Background: an optimization exercise with open tools, aiming at small area, a short achievable clock period and few clock cycles per item. Do not read the settings as production practice. In this exercise RTL edits were held to simulation tests only and were not proved equivalent to the original. Power is estimated from default activity; no workload was simulated.

Design bitmap_table_with_find_first_unit, start of the top module:
module bitmap_table_with_find_first_unit (
   input  logic        clock,
   input  logic        reset,
   input  logic        req_valid,
   output logic        req_ready,
   input  logic [2:0]  req_type,
   input  logic [9:0]  req_position,
   input  logic [7:0]  req_value,
   output logic        rsp_valid,
   input  logic        rsp_ready,
   output logic        rsp_bit_value,
   output logic        rsp_found,
   output logic [9:0]  rsp_found_position,
   output logic        rsp_all_equal,
   output logic        rsp_bad_position,
   input  logic        csr_psel,
   input  logic        csr_penable,
   input  logic        csr_pwrite,
   input  logic [2:0]  csr_paddr,
   input  logic [31:0] csr_pwdata,
   output logic [31:0] csr_prdata,
   output logic        csr_pready
);
   function automatic logic [5:0] first32(input logic [31:0] x);
      logic [4:0]  c;
      logic [31:0] v;
      v = x;
      c = '0;
      if (v[15:0] == '0) begin c[4] = 1'b1; v = v >> 16; end
      if (v[7:0] == '0)  begin c[3] = 1'b1; v = v >> 8;  end
      if (v[3:0] == '0)  begin c[2] = 1'b1; v = v >> 4;  end
      if (v[1:0] == '0)  begin c[1] = 1'b1; v = v >> 2;  end
      if (!v[0])         begin c[0] = 1'b1;              end
      first32 = {|x, c};
   endfunction
   function automatic logic lt10(input logic [9:0] a, input logic [9:0] b);
      logic r;
      r = 1'b0;
      for (int i = 0; i < 10; i++) begin
         r = (!a[i] && b[i]) || ((a[i] == b[i]) && r);
      end
      lt10 = r;
   endfunction
   function automatic logic lt5(input logic [4:0] a, input logic [4:0] b);
      logic r;
      r = 1'b0;
      for (int i = 0; i < 5; i++) begin
         r = (!a[i] && b[i]) || ((a[i] == b[i]) && r);
      end
      lt5 = r;
   endfunction
   logic [10:0] bit_count;
   logic        n_full, n_zero;
   logic [4:0]  last_w, last_b;
   bmff_csr u_csr (
      .clock       (clock),
      .reset       (reset),
      .csr_psel    (csr_psel),
      .csr_penable (csr_penable),
      .csr_pwrite  (csr_pwrite),
  ...
Size: roughly 4500 cells after synthesis, roughly 110 I/O pins, about 0.058 mm² of cells after synthesis.
clock: 7.0 ns
lec_check: 0
cap_margin: 30
cell_pad_in_sites_detail_placement: 1
cell_pad_in_sites_global_placement: 2
core_margin: 2
core_utilization: 40
cts_cluster_diameter: 80
cts_cluster_size: 30
place_density: 0.55
setup_slack_margin: 3.75
slew_margin: 30
run.sh (not shown) runs the stock make flow with config.mk's settings and CLKGATE_MAP_FILE= SYNTH_SCRIPT=/design/flow/synth_recipe.tcl, a recipe that flattens the netlist after the stock synthesis.
The starting point produced a clean layout.
Testbench counts at the start, summed over its fixed seeds: cycles 6,432, requests 6,400.
==> next run, changes <==
- CORE_UTILIZATION: 40 -> 35
- CTS_CLUSTER_DIAMETER: 80 -> 60
- CTS_CLUSTER_SIZE: 30 -> 24
- PLACE_DENSITY: 0.55 -> 0.45
- SETUP_SLACK_MARGIN: 3.75 -> 3.5
Sequential share of layout area decreases by 1.2 points.
Routed wire length increases by about 4.6%.
Clock power increases by 30%.
Cell area increases by about 2.3%.
Die area increases by about 14%.
Synthesized cell count is unchanged.
==> next run, changes <==
- CORE_UTILIZATION: 35 -> 45
- PLACE_DENSITY: 0.45 -> 0.65
- SETUP_SLACK_MARGIN: 3.5 -> 3.75
What happened:
- power drops by 4.9%
- via count goes up by 1.8%
- worst setup slack improves by 36 ps

* * *

Starting RTL as in the previous note.
Settings: LEC_CHECK=0, CAP_MARGIN=30, CELL_PAD_IN_SITES_DETAIL_PLACEMENT=1, CELL_PAD_IN_SITES_GLOBAL_PLACEMENT=2, CORE_MARGIN=2, CORE_UTILIZATION=45, CTS_CLUSTER_DIAMETER=80, CTS_CLUSTER_SIZE=30, PLACE_DENSITY=0.65, SETUP_SLACK_MARGIN=3.75, SLEW_MARGIN=30; clock period 7.0 ns.
Testbench counts at the start, summed over its fixed seeds: cycles 6,432, requests 6,400.
==> next run, changes <==
Settings changed: SETUP_SLACK_MARGIN 3.75 to 3.5.
Setup slack loses 0.082 ns.
Via count falls by 0.56%.
Total power rises by 1.1%.
Fmax falls by 2.3%.

* * *

Starting RTL as in the previous note.
export LEC_CHECK = 0
export CAP_MARGIN = 30
export CELL_PAD_IN_SITES_DETAIL_PLACEMENT = 1
export CELL_PAD_IN_SITES_GLOBAL_PLACEMENT = 2
export CORE_MARGIN = 2
export CORE_UTILIZATION = 40
export CTS_CLUSTER_DIAMETER = 60
export CTS_CLUSTER_SIZE = 24
export PLACE_DENSITY = 0.55
export SETUP_SLACK_MARGIN = 3.5
export SLEW_MARGIN = 30
create_clock -name core_clock -period 7.0 [get_ports {clock}]
Testbench counts at the start, summed over its fixed seeds: cycles 6,432, requests 6,400.
Change:
Settings changed: CORE_UTILIZATION 40 to 50, PLACE_DENSITY 0.55 to 0.72, SETUP_SLACK_MARGIN 3.5 to 3.75.
Result: Clock skew came out higher by 0.014 ns. Worst hold slack is better by 0.0032 ns. Core utilization came out higher by 12 points. Worst setup slack hardly moves. Area after synthesis is unchanged. Wire length came out lower by 3.8%. Final area came out higher by 1.0%. Combinational power came out higher by about 8%.

* * *

Starting RTL as in the previous note.
Settings: LEC_CHECK=0, CAP_MARGIN=30, CELL_PAD_IN_SITES_DETAIL_PLACEMENT=1, CELL_PAD_IN_SITES_GLOBAL_PLACEMENT=2, CORE_MARGIN=2, CORE_UTILIZATION=35, PLACE_DENSITY=0.45, SETUP_SLACK_MARGIN=3.5, SLEW_MARGIN=30; clock period 7.0 ns.
Testbench counts at the start, summed over its fixed seeds: cycles 6,432, requests 6,400.
Edit:
- CAP_MARGIN: 30 -> 25
- CORE_UTILIZATION: 35 -> 45
- CTS_CLUSTER_DIAMETER: default -> 80
- CTS_CLUSTER_SIZE: default -> 30
- PLACE_DENSITY: 0.45 -> 0.65
- SLEW_MARGIN: 30 -> 25
Clock skew rose by 15 ps; routed wire length went down by 9.3%; combinational power stays flat.

separate check: timing with driven ports:
The flow's constraints put no driver on any port. The routed layouts listed below were extracted and timed again, unchanged, in two steps. Step 1 assumes that a clkbuf_16 drives the clock port and a buf_2 every other input. Step 2 moves the port delays by t, midway between the first and last clock arrival at a register: inputs arrive t later, outputs are due t later. That takes back most of the time a late clock gives input paths. Slacks: no drivers / after step 1 / after step 2; pairs: no drivers / after step 1.
| run | shift t [ns] | slack for setup (ns) | hold slack, ns | worst setup path after step 2 |
|---|---|---|---|---|
| the first run of note 1 | 0.829 | 3.481 / 3.481 / 3.110 | 0.336 / 0.336 / 0.336 | input to register |
| the second run of note 1 | 0.899 | 3.447 / 3.447 / 2.847 | 0.324 / 0.324 / 0.324 | input to register |
| the third run of note 1 | 0.857 | 3.483 / 3.483 / 3.077 | 0.327 / 0.327 / 0.327 | input to register |
| the first run of note 2 | 0.821 | 3.463 / 3.463 / 3.075 | 0.336 / 0.336 / 0.336 | input to register |
| the second run of note 2 | 0.829 | 3.381 / 3.381 / 3.051 | 0.339 / 0.339 / 0.339 | input to register |
| the first run of note 3 | 0.867 | 3.438 / 3.438 / 2.907 | 0.325 / 0.325 / 0.325 | input to register |
| the second run of note 3 | 0.849 | 3.439 / 3.439 / 3.043 | 0.329 / 0.329 / 0.329 | input to register |
| the first run of note 4 | 0.909 | 3.415 / 3.415 / 2.841 | 0.318 / 0.318 / 0.318 | input to register |
| the second run of note 4 | 0.824 | 3.323 / 3.323 / 2.996 | 0.323 / 0.323 / 0.323 | input to register |
After both steps setup and hold are still met in every run listed. The setup slack of the second run of note 1, which loses most, moves by 0.000 ns with the drivers and by -0.600 ns with both steps.
